This is an optimization exercise on Yosys and OpenROAD, whose aim is small area, a short achievable clock period and few clock cycles per item, not a production implementation. Where RTL was checked, it was by simulation tests only, not by an equivalence proof against the original. Power figures rest on the tool's default switching activity, not on a simulated workload.

// radix_string_to_integer_unit
module radix_string_to_integer_unit (
    input  logic                              i_clk,
    input  logic                              i_rst_n,
    input  logic                              i_valid,
    output logic                              o_ready,
    input  logic [7:0]                        i_ch,
    input  logic                              i_first,
    output logic                              o_valid,
    input  logic                              i_ready,
    output logic signed [rsti_pkg::VAL_W-1:0] o_value,
    input  logic                              i_cfg_we,
    input  logic [1:0]                        i_cfg_idx,
    input  logic [rsti_pkg::VAL_W-1:0]        i_cfg_data
);
make LEC_CHECK=0 CAP_MARGIN=20 CORE_MARGIN=2 CORE_UTILIZATION=60 PLACE_DENSITY=0.75 SETUP_SLACK_MARGIN=2.4 SLEW_MARGIN=20 finish   # period 6.5 ns
run.sh (not shown) runs the stock make flow with config.mk's settings and CLKGATE_MAP_FILE= SYNTH_SCRIPT=/design/flow/synth_recipe.tcl, a recipe that flattens the netlist after the stock synthesis.
The first run went through all stages and came out clean.
Rerun with:
--- a/flow/design.v
+++ b/flow/design.v
@@ -63,34 +63,33 @@
     output logic                        o_qvalid,
     output rsti_pkg::t_tok              o_qtok,
     input  logic                        i_qpop
 );
     rsti_pkg::t_tok                     w_tok;
     rsti_pkg::t_tok                     r_tok;
     logic                               r_tvalid;
     logic [7:0]                         w_entry;
     logic                               w_big;
-    logic                               w_nul;
     always_comb begin
         w_big       = i_digit_count[4];
-        w_nul       = (i_ch == rsti_pkg::CH_NUL);
         w_tok.first = i_first;
         w_tok.space = (i_ch == rsti_pkg::CH_SPACE) || (i_ch == rsti_pkg::CH_LF) ||
                       (i_ch == rsti_pkg::CH_TAB) || (i_ch == rsti_pkg::CH_CR) ||
                       (i_ch == rsti_pkg::CH_VT) || (i_ch == rsti_pkg::CH_FF);
         w_tok.minus = (i_ch == rsti_pkg::CH_MINUS);
         w_tok.plus  = (i_ch == rsti_pkg::CH_PLUS);
         w_tok.hit   = 1'b0;
         w_tok.idx   = '0;
         w_entry     = '0;
         for (int k = rsti_pkg::MAX_DIGITS - 1; k >= 0; k--) begin
             w_entry = i_alphabet[8*k +: 8];
-            if ((w_big || (4'(k) < i_digit_count[3:0])) && !w_nul && (w_entry == i_ch)) begin
+            if ((w_big || (4'(k) < i_digit_count[3:0])) && (w_entry != rsti_pkg::CH_NUL) &&
+                (w_entry == i_ch)) begin
                 w_tok.hit = 1'b1;
                 w_tok.idx = rsti_pkg::IDX_W'(k);
             end
         end
     end
     assign o_ready  = i_qpop;
     assign o_qvalid = r_tvalid;
     assign o_qtok   = r_tok;
     always_ff @(posedge i_clk) begin
@@ -107,19 +106,18 @@
     end
 endmodule
 module rsti_back (
     input  logic                          i_clk,
     input  logic                          i_rst_n,
     input  logic                          i_qvalid,
     input  rsti_pkg::t_tok                i_qtok,
     output logic                          o_qpop,
     input  logic [7:0]                    i_booth,
-    input  logic [7:0]                    i_booth_hi,
     input  logic [4:0]                    i_rm1,
     output logic                          o_valid,
     input  logic                          i_ready,
     output logic signed [rsti_pkg::VAL_W-1:0] o_value
 );
     localparam int LO_W = rsti_pkg::LO_W;
     localparam int HI_W = rsti_pkg::VAL_W - LO_W;
     rsti_pkg::t_phase               r_phase;
     rsti_pkg::t_phase               n_phase;
@@ -209,19 +207,19 @@
         .i_f (w_f),
         .o_y (w_lo_mac),
         .o_c (w_lo_c),
         .o_ca (w_lo_ca),
         .o_cb (w_lo_cb)
     );
     assign w_carry = r_ca + r_cb + 5'(r_c);
     rsti_mac_hi u_mac_hi (
         .i_v (r_hi),
-        .i_b (i_booth_hi),
+        .i_b (i_booth),
         .i_c (w_carry),
         .o_y (w_hi_mac)
     );
     always_comb begin
         w_lo_load = w_pop && w_load;
         w_lo_step = w_pop && w_mac;
         w_lo_keep = !(w_lo_load || w_lo_step);
         w_hi_step = r_hmac && !w_lo_load;
         w_hi_keep = !(w_lo_load || w_hi_step);
@@ -1201,39 +1199,36 @@
     input  logic                              i_first,
     output logic                              o_valid,
     input  logic                              i_ready,
     output logic signed [rsti_pkg::VAL_W-1:0] o_value,
     input  logic                              i_cfg_we,
     input  logic [1:0]                        i_cfg_idx,
     input  logic [rsti_pkg::VAL_W-1:0]        i_cfg_data
 );
     logic [7:0]                  r_booth;
-    logic [7:0]                  r_booth_hn;
     logic [4:0]                  r_rm1;
     logic [rsti_pkg::CNT_W-1:0]  r_digit_count;
     logic [rsti_pkg::VAL_W-1:0]  r_digits_low;
     logic [rsti_pkg::VAL_W-1:0]  r_digits_high;
     logic                        w_qvalid;
     rsti_pkg::t_tok              w_qtok;
     logic                        w_qpop;
     always_ff @(posedge i_clk) begin
         if (!i_rst_n) begin
             r_booth       <= rsti_pkg::booth(rsti_pkg::RST_RADIX);
-            r_booth_hn    <= ~rsti_pkg::booth(rsti_pkg::RST_RADIX);
             r_rm1         <= rsti_pkg::RST_RADIX - 5'd1;
             r_digit_count <= rsti_pkg::RST_DIGIT_COUNT;
             r_digits_low  <= rsti_pkg::RST_DIGITS_LOW;
             r_digits_high <= rsti_pkg::RST_DIGITS_HIGH;
         end else if (i_cfg_we) begin
             case (i_cfg_idx)
                 rsti_pkg::REG_RADIX: begin
-                    r_booth    <= rsti_pkg::booth(i_cfg_data[4:0]);
-                    r_booth_hn <= ~rsti_pkg::booth(i_cfg_data[4:0]);
+                    r_booth <= rsti_pkg::booth(i_cfg_data[4:0]);
                     r_rm1   <= i_cfg_data[4:0] - 5'd1;
                 end
                 rsti_pkg::REG_DIGIT_COUNT: r_digit_count <= i_cfg_data[4:0];
                 rsti_pkg::REG_DIGITS_LOW:  r_digits_low  <= i_cfg_data;
                 rsti_pkg::REG_DIGITS_HIGH: r_digits_high <= i_cfg_data;
                 default: begin
                 end
             endcase
         end
@@ -1252,16 +1247,15 @@
         .i_qpop        (w_qpop)
     );
     rsti_back u_back (
         .i_clk    (i_clk),
         .i_rst_n  (i_rst_n),
         .i_qvalid (w_qvalid),
         .i_qtok   (w_qtok),
         .o_qpop   (w_qpop),
         .i_booth  (r_booth),
-        .i_booth_hi (~r_booth_hn),
         .i_rm1    (r_rm1),
         .o_valid  (o_valid),
         .i_ready  (i_ready),
         .o_value  (o_value)
     );
 endmodule
What happened: Cell count decreases by 0.59%; die area increases by 0.70%; first-iteration DRC count increases by 18%; via count increases by 4.8%; setup slack gains 0.20 ns; hold slack gains 0.0088 ns; utilization decreases by 0.85 points; clock-buffer cell count decreases by 2; sequential power increases by about 3%; total power decreases by 9.2%.
Testbench counts after the change, summed over its fixed seeds: cycles 18,815, items 18,783.
Only the layout flow was run in the first run of this note; the RTL was not checked for function there.

-- re-timing with driven ports --
No port has a modelled driver above. Below, the same layouts with a new extraction and two added sets of constraints. Step 1 assumes that a clkbuf_16 drives the clock port and a buf_2 every other input. Step 2 also shifts input and output timing later by t, the mid clock arrival at the registers, as if the neighbouring blocks saw the same clock. Three values: no drivers, after step 1, after step 2; two values: the first two.
run | shift t [ns] | setup slack, ns | worst setup path at the end | slew at the worst register clock pin (ns) | worst slew at a driven data input, ns
the first run | 0.635 | 2.261 / 2.261 / 2.080 | input to register | 0.06 / 0.06 | 0.07
the second run | 0.590 | 2.461 / 2.461 / 2.035 | input to register | 0.06 / 0.06 | 0.05
After both steps setup and hold are still met in every run listed. For the second run, which loses most, drivers alone change the setup slack by 0.000 ns; drivers and shift together by -0.426 ns.
